Context: an optimization exercise on an open-source flow, tuned for small area and a short achievable clock period. The choices shown serve that exercise and are no tape-out recipe.
No functional check of the RTL was part of any run shown here.

==> flow/design.v, too long to show whole: its modules and the start of the top module <==
// module fmultiplier: 1396 lines
// module fmul_fa: 10 lines
// module fmul_ha: 9 lines
module fmultiplier (
  input  logic        clk,
  input  logic        reset_n,
  input  logic [31:0] A,
  input  logic [31:0] B,
  output logic [31:0] result,
  output logic        exception
);
  // ...
==> flow/flow/run.sh <==
#!/bin/bash
# Own layout flow: the standard layout (standard.sh), with the synthesis
# script changed by flow/mksynth.sh (full-adder modules mapped to the library's
# full-adder cell; no early abc -fast). Registers, their names and all steps
# after synthesis are the standard flow's.
set -euo pipefail
W=$PWD
bash flow/mksynth.sh "$W/synth_recipe.tcl" "$W" > flow_mksynth.log 2>&1
sed -e "s#$W/synth_recipe.tcl#$W/flow_synth.tcl#" standard.sh > flow_standard.sh
grep -q flow_synth.tcl flow_standard.sh
bash flow_standard.sh finish > flow_make.log 2>&1
==> flow/flow/mksynth.sh <==
#!/bin/bash
# usage: mksynth.sh FLOW_SYNTH_TCL OUTDIR
# Writes OUTDIR/flow_synth.tcl and OUTDIR/flow_synth_core.tcl: the standard flow's synthesis
# script (ORFS synthesis without fsm/share, then flatten and rename) with two
# changes: each fmul_fa / fmul_ha instance of the design becomes the library's
# full / half adder cell (the modules have the cells' pin names and functions),
# and Yosys's synth runs without its early "abc -fast" pass.
set -euo pipefail
src=$1; out=$2
core=$out/flow_synth_core.tcl
awk -v fa="${FA_CELL:-sky130_fd_sc_hd__fa_1}" '
  { print }
  /^hierarchy -check -top \$::env\(DESIGN_NAME\)$/ && !done {
    print "# map the design'"'"'s full-adder modules onto the library cell"
    print "chtype -map fmul_fa " fa
    print "chtype -map fmul_ha sky130_fd_sc_hd__ha_1"
    print "read_liberty -overwrite -setattr liberty_cell -lib {*}$::env(LIB_FILES)"
    print "hierarchy -check -top $::env(DESIGN_NAME)"
    done = 1
  }' "$FLOW_HOME/scripts/synth.tcl" > "$core"
grep -q "chtype -map fmul_fa" "$core"
sed -e 's/yosys synth -nofsm -noshare /yosys synth -nofsm -noshare -noabc /' \
    -e "s#source \$::env(SCRIPTS_DIR)/synth.tcl#source $core#" "$src" > "$out/flow_synth.tcl"
grep -q -- "-noabc" "$out/flow_synth.tcl"
grep -q "$core" "$out/flow_synth.tcl"
==> flow/standard.sh <==
#!/bin/bash
# synth_recipe.tcl (not shown) runs the flow's synth.tcl, then flattens the netlist and writes it again
# the make line also repeats each setting of config.mk as NAME=value (left out here)
make -C /OpenROAD-flow-scripts/flow DESIGN_CONFIG=/design/flow/config.mk WORK_HOME=/design/flow/orfs CLKGATE_MAP_FILE= SYNTH_SCRIPT=/design/flow/synth_recipe.tcl "${@:-finish}"
==> flow/config.mk <==
export PLATFORM = sky130hd
export DESIGN_NAME = fmultiplier
export DESIGN_NICKNAME = fmultiplier
export VERILOG_FILES = /design/flow/design.v
export SDC_FILE = /design/flow/constraint.sdc
export NUM_CORES = 4
export LEC_CHECK = 0
export CAP_MARGIN = 20
export CORE_MARGIN = 2
export CORE_UTILIZATION = 55
export PLACE_DENSITY = 0.7
export SETUP_SLACK_MARGIN = 4
export SLEW_MARGIN = 20
==> flow/constraint.sdc <==
create_clock -name core_clock -period 10.0 [get_ports {clk}]
set_input_delay 2.0000 -clock core_clock [delete_from_list [all_inputs] [get_ports {clk}]]
set_output_delay 2.0000 -clock core_clock [all_outputs]
set_load 0.01 [all_outputs]
==> metrics.md, run 1 <==
| Metric | Value |
|---|---|
| Status | finished clean |
| Setup crit start | pq[54] |
| Finished Layout Cells | 2642 |
| Clk sinks | 164 |
| Inverters | 76 |
| Synth cell types | 88 |
| Slew Limit Fails | 0 |
| Top delay family on crit path | adder cells |
| Remaining DRCs | 0 |
| Ant. Diodes | 0 |
| Global route hottest layer | met2 |
| Commonest non-fill, non-tap cell in the layout | nand2_1 |
| Clock transition at path regs | 0.07 ns |
| Hold WC Path Type | flip-flop to flip-flop |
| RSZ-0062 raised after global routing | no |
| Met2 WL | 29600 um |
| Share of layout cells above drive strength 1 | 6.50% |
| Worst hold slack | 0.470 ns |
| Detailed-placement wirelength estimate | 43100 um |
| Multi-input gate area | 17100 sq um |
| Die Y | 202 um |
| Seq Cell Count | 164 |
| Antenna Violating Nets Remaining | 0 |
| Max reg flops | 117 |
==> inputs of run 2 (changes only) <==
==> flow/flow/run.sh (replaced) <==
#!/bin/bash
# Own layout flow: the standard layout (standard.sh), with the synthesis
# script changed by flow/mksynth.sh (the design's full/half-adder modules mapped
# onto the library's adder cells; no early abc -fast) and with Yosys's own
# full-adder extraction off (ADDER_MAP_FILE empty), since the design's adders
# are already cells. Extra make variables, if any, come from flow/make_args.
# Registers, their names and all steps after synthesis are the standard flow's.
set -euo pipefail
W=$PWD
bash flow/mksynth.sh "$W/synth_recipe.tcl" "$W" > flow_mksynth.log 2>&1
sed -e "s#$W/synth_recipe.tcl#$W/flow_synth.tcl#" standard.sh > flow_standard.sh
grep -q flow_synth.tcl flow_standard.sh
args=(ADDER_MAP_FILE=)
if [[ -f flow/make_args ]]; then
  while read -r a; do [[ -n "$a" ]] && args+=("$a"); done < flow/make_args
fi
echo "make args: ${args[*]}" > flow_make.log
bash flow_standard.sh "${args[@]}" finish >> flow_make.log 2>&1
==> run 2 against run 1 <==
Global-route usage decreased by 0.33 points. Still clean on timing, DRC and antenna. Highest routed layer is now met4. Clock-buffer cell count decreased by 2. Non-clock buffer count increased by 4. Synthesized cell count increased by 0.81%. Clock skew decreased by 0.0026 ns. Maximum frequency decreased by 1.8%. Final cell count increased by 0.61%. First-iteration DRC count decreased by 0.96%.
==> metrics.md, run 2 <==
| Metric | Value |
|---|---|
| Clock Path Buffers | 2 |
| M2 GR Usage | 51.2% |
| Row cnt | 72 |
| Final setup fails | 0 |
| Reg-to-reg slack, setup | 4.23 ns |
| Final TNS setup | 0 ns |
| I/O Pins | 99 |
| Compound-Gate Fraction of Synth Area | 7.62% |
| Grt ovf | 0 |
| Yosys warning total | 3 |
| DR pass1 iterations | 6 |
| Antenna Violating Nets Remaining | 0 (unchanged) |
| Hold WC Path Type | flip-flop to flip-flop |
| End of the worst register-to-register path | result[9] |
| Max-slew headroom | 33.9% |
| Type of the worst setup path | flip-flop to flip-flop |
| Yosys reg bits | 164 |
| Post-synthesis mux area share | 0.523% |
| Max reg flops | 117 (unchanged) |
| Cell Area, Synth | 21300 sq um |
| Mean post-synth cell area | 10.0 sq um |
| Period utilization | 57.7% |
| # Post-CTS Setup Buffers | 0 |
| Ant. Diodes | 0 (unchanged) |
| Core area | 38400 sq um |
| Port Buffers | 98 |
| Die span in x | 201 um |
| Largest area contributor in the netlist | fa_1 |
| Global route hottest layer | met2 |
| EDFF count, synth | 0 |
| Largest net degree at the start of global routing | 41 |
| Num CTS Buffers | 17 |
| Clock transition at path regs | 0.07 ns (about the same) |
| Antenna violations before repair | 0 |
| Die ar. | 40300 sq um |
| Worst R2R Path Depth | 14 |
| Max-cap violations | 0 |
| Detailed-placement wirelength estimate | 43300 um (+0.30%) |
| Synth top area share | 47.6% |
| Routability cong. | 0.918 |
| Fin nets | 2741 |
| Critical path required time | 10.32 ns |
| First-pass GRT wire length | 98700 um |
| Filler cells | 3222 |
| Synth area leaders | fa_1 (48%), dfxtp_1 (12%), nand2_1 (10%) |
| Post-Synth Simple-Gate Area | 17.7% |
| Aggregate global-route resource usage | 32.0% |
| Synth cell types | 90 (+2.3%) |
| Slew Limit Fails | 0 (unchanged) |
| Vias per inst | 6.25 |
| CTS resizes | 0 |
| Largest family of logic cells by synthesized area | adder cells |
| Min Tclk post-route | 5.77 ns |
| Worst setup EP type | flip-flop |
| Sequential-to-total area share from yosys stat | 16.3% |
| Via count | 16.6k |
| Status | finished clean |
| WL final | 63300 um |
| Worst flop-to-flop path startpoint | pq[54] |
| Slew @ Worst Pin | 0.983 ns |
| Remaining DRCs | 0 (unchanged) |
| Worst path arrival time | 6.09 ns |
| TritonCTS clock tree | built |
| Clk sinks | 164 (unchanged) |
| Post-synth top cells | nand2_1 (582), fa_1 (506), clkbuf_1 (165), dfxtp_1 (127), nor2_1 (77) |
| GR Util met1 | 41.3% |
| Share of layout cells above drive strength 1 | 5.93% (-0.56 points) |
| Reg with most FFs | pq |
| Clock latency on the worst-skew pair | 0.44 ns |
| Fin. Hold Viols | 0 |
| Root buf cell | clkbuf_16 |
| F_max | 0.173 GHz |
| Top_reg_cell synth | dfxtp_1 |
| Most frequent cell after synthesis | nand2_1 |
| Skew final | 0.0102 ns |
| Commonest non-fill, non-tap cell in the layout | nand2_1 |
| Die Y | 201 um (-0.42%) |
| CP Max Fanout | 17 |
| Post-Syn Instances | 2118 |
| H-tree lvl count | 4 |
| Met3 usage | 8.78% |
| Vias in the first global route | 18.0k |
| Synthesis-to-layout area growth | 9.31% |
| Setup crit start | pq[54] |
| Initial Utilization | 55.5% |
| Post-Synth XOR/XNOR Area | 3.17% |
| Wirelength per Cell | 23.8 um |
| Most frequent cells in the layout | nand2_1 (582), fa_1 (506), dfxtp_1 (127) |
| DR iter-0 viols | 1553 |
| Hold_buf cts | 0 |
| Async S/R FF share, synth | 22.6% |
| RSZ-0062 raised after global routing | no |
| Setup crit end | result[9] |
| Biggest registers after layout | pq x117, result x32, exp_q x10 |
| Startpoint Class | flip-flop |
| Post-Synth Adder-Cell Area | 50.2% |
run 2: cells by family after synthesis:
group	count (synthesis)
buffers and inverters	237
AND/OR/NAND/NOR	856
other	2
adder cells (fa/ha/maj)	552
multiplexers	11
flip-flops	164
AO/OA/AOI/OAI	219
XOR/XNOR	77
run 2: layout make-up:
class,instances,area [sq um],area share (%)
clock buffers,20,478,2.05
clock inverters,11,114,0.489
inverters,63,236,1.02
multi-input cells,1735,17000,73.0
flip-flops and latches,164,3470,14.9
well taps,518,648,2.79
repair buffers,147,1340,5.78
run 2: stage by stage:
step	hold WS [ns]	worst slack, ns	cell area, sq um	instances	utilization, %
floorplan	0.439	4.90	21300	2135	-
global placement	0.475	4.39	22700	2626	59.0
detailed placement	0.489	4.29	22700	2626	59.0
CTS	0.496	4.25	23200	2657	60.6
global route	0.516	4.01	23300	2658	60.6
finish	0.484	4.23	23300	2658	60.6
run 2: worst min-delay path by stage:
| stage | end | depth (start not counted) | from |
|---|---|---|---|
| final | result[31] | 1 | sign_q |
| after global routing | result[31] | 1 | sign_q |
| after CTS | result[31] | 1 | sign_q |
| after detailed placement | result[31] | 1 | sign_q |
| after global placement | result[31] | 1 | sign_q |
| after floorplan | result[31] | 1 | sign_q |
run 2: critical path, stage by stage (launching register included):
cell       delay [ns]
dfxtp_1          0.32
fa_1             0.57
fa_1             0.45
fa_1             0.47
ha_1             0.49
or4b_1           0.59
a21oi_1          0.19
o22ai_1          0.10
or4_4            0.46
o21bai_4         0.25
nor2b_4          0.20
a32oi_2          0.15
a2111oi_4        0.74
o211ai_4         0.36
a2111oi_2        0.30
run 2: metal layers:
metal / share of wire, % / up-vias
met5: 0 / -
met4: 4.3 / 0
met3: 12 / 256
met2: 46 / 1153
met1: 38 / 8410
li1: - / 6800

[re-timing with driven ports]
The results above use ideal ports. As a check the final layouts listed here were re-extracted and re-timed, cells and wires unchanged.
Step 1, drivers: a clkbuf_16 drives clk and a buf_2 each remaining input, both assumed.
Step 2, shift: input delay + t, output delay - t, t = (earliest + latest rising clock arrival at the registers) / 2. This alone moves slack from input paths to output paths.
Slacks: ideal ports / drivers / drivers and shift; pairs: ideal ports / drivers.
run	t, ns	setup slack, ns	worst hold slack (ns)	latest minus earliest clock arrival (ns)	worst register clock-pin slew, ns
run 1	0.509	4.338 / 4.338 / 4.335	0.470 / 0.470 / 0.470	0.013 / 0.014	0.07 / 0.07
run 2	0.490	4.232 / 4.232 / 4.232	0.484 / 0.484 / 0.484	0.014 / 0.014	0.07 / 0.07
After both steps setup and hold are still met in every run listed. The setup slack of run 1, which loses most, moves by 0.000 ns with the drivers and by -0.003 ns with both steps.
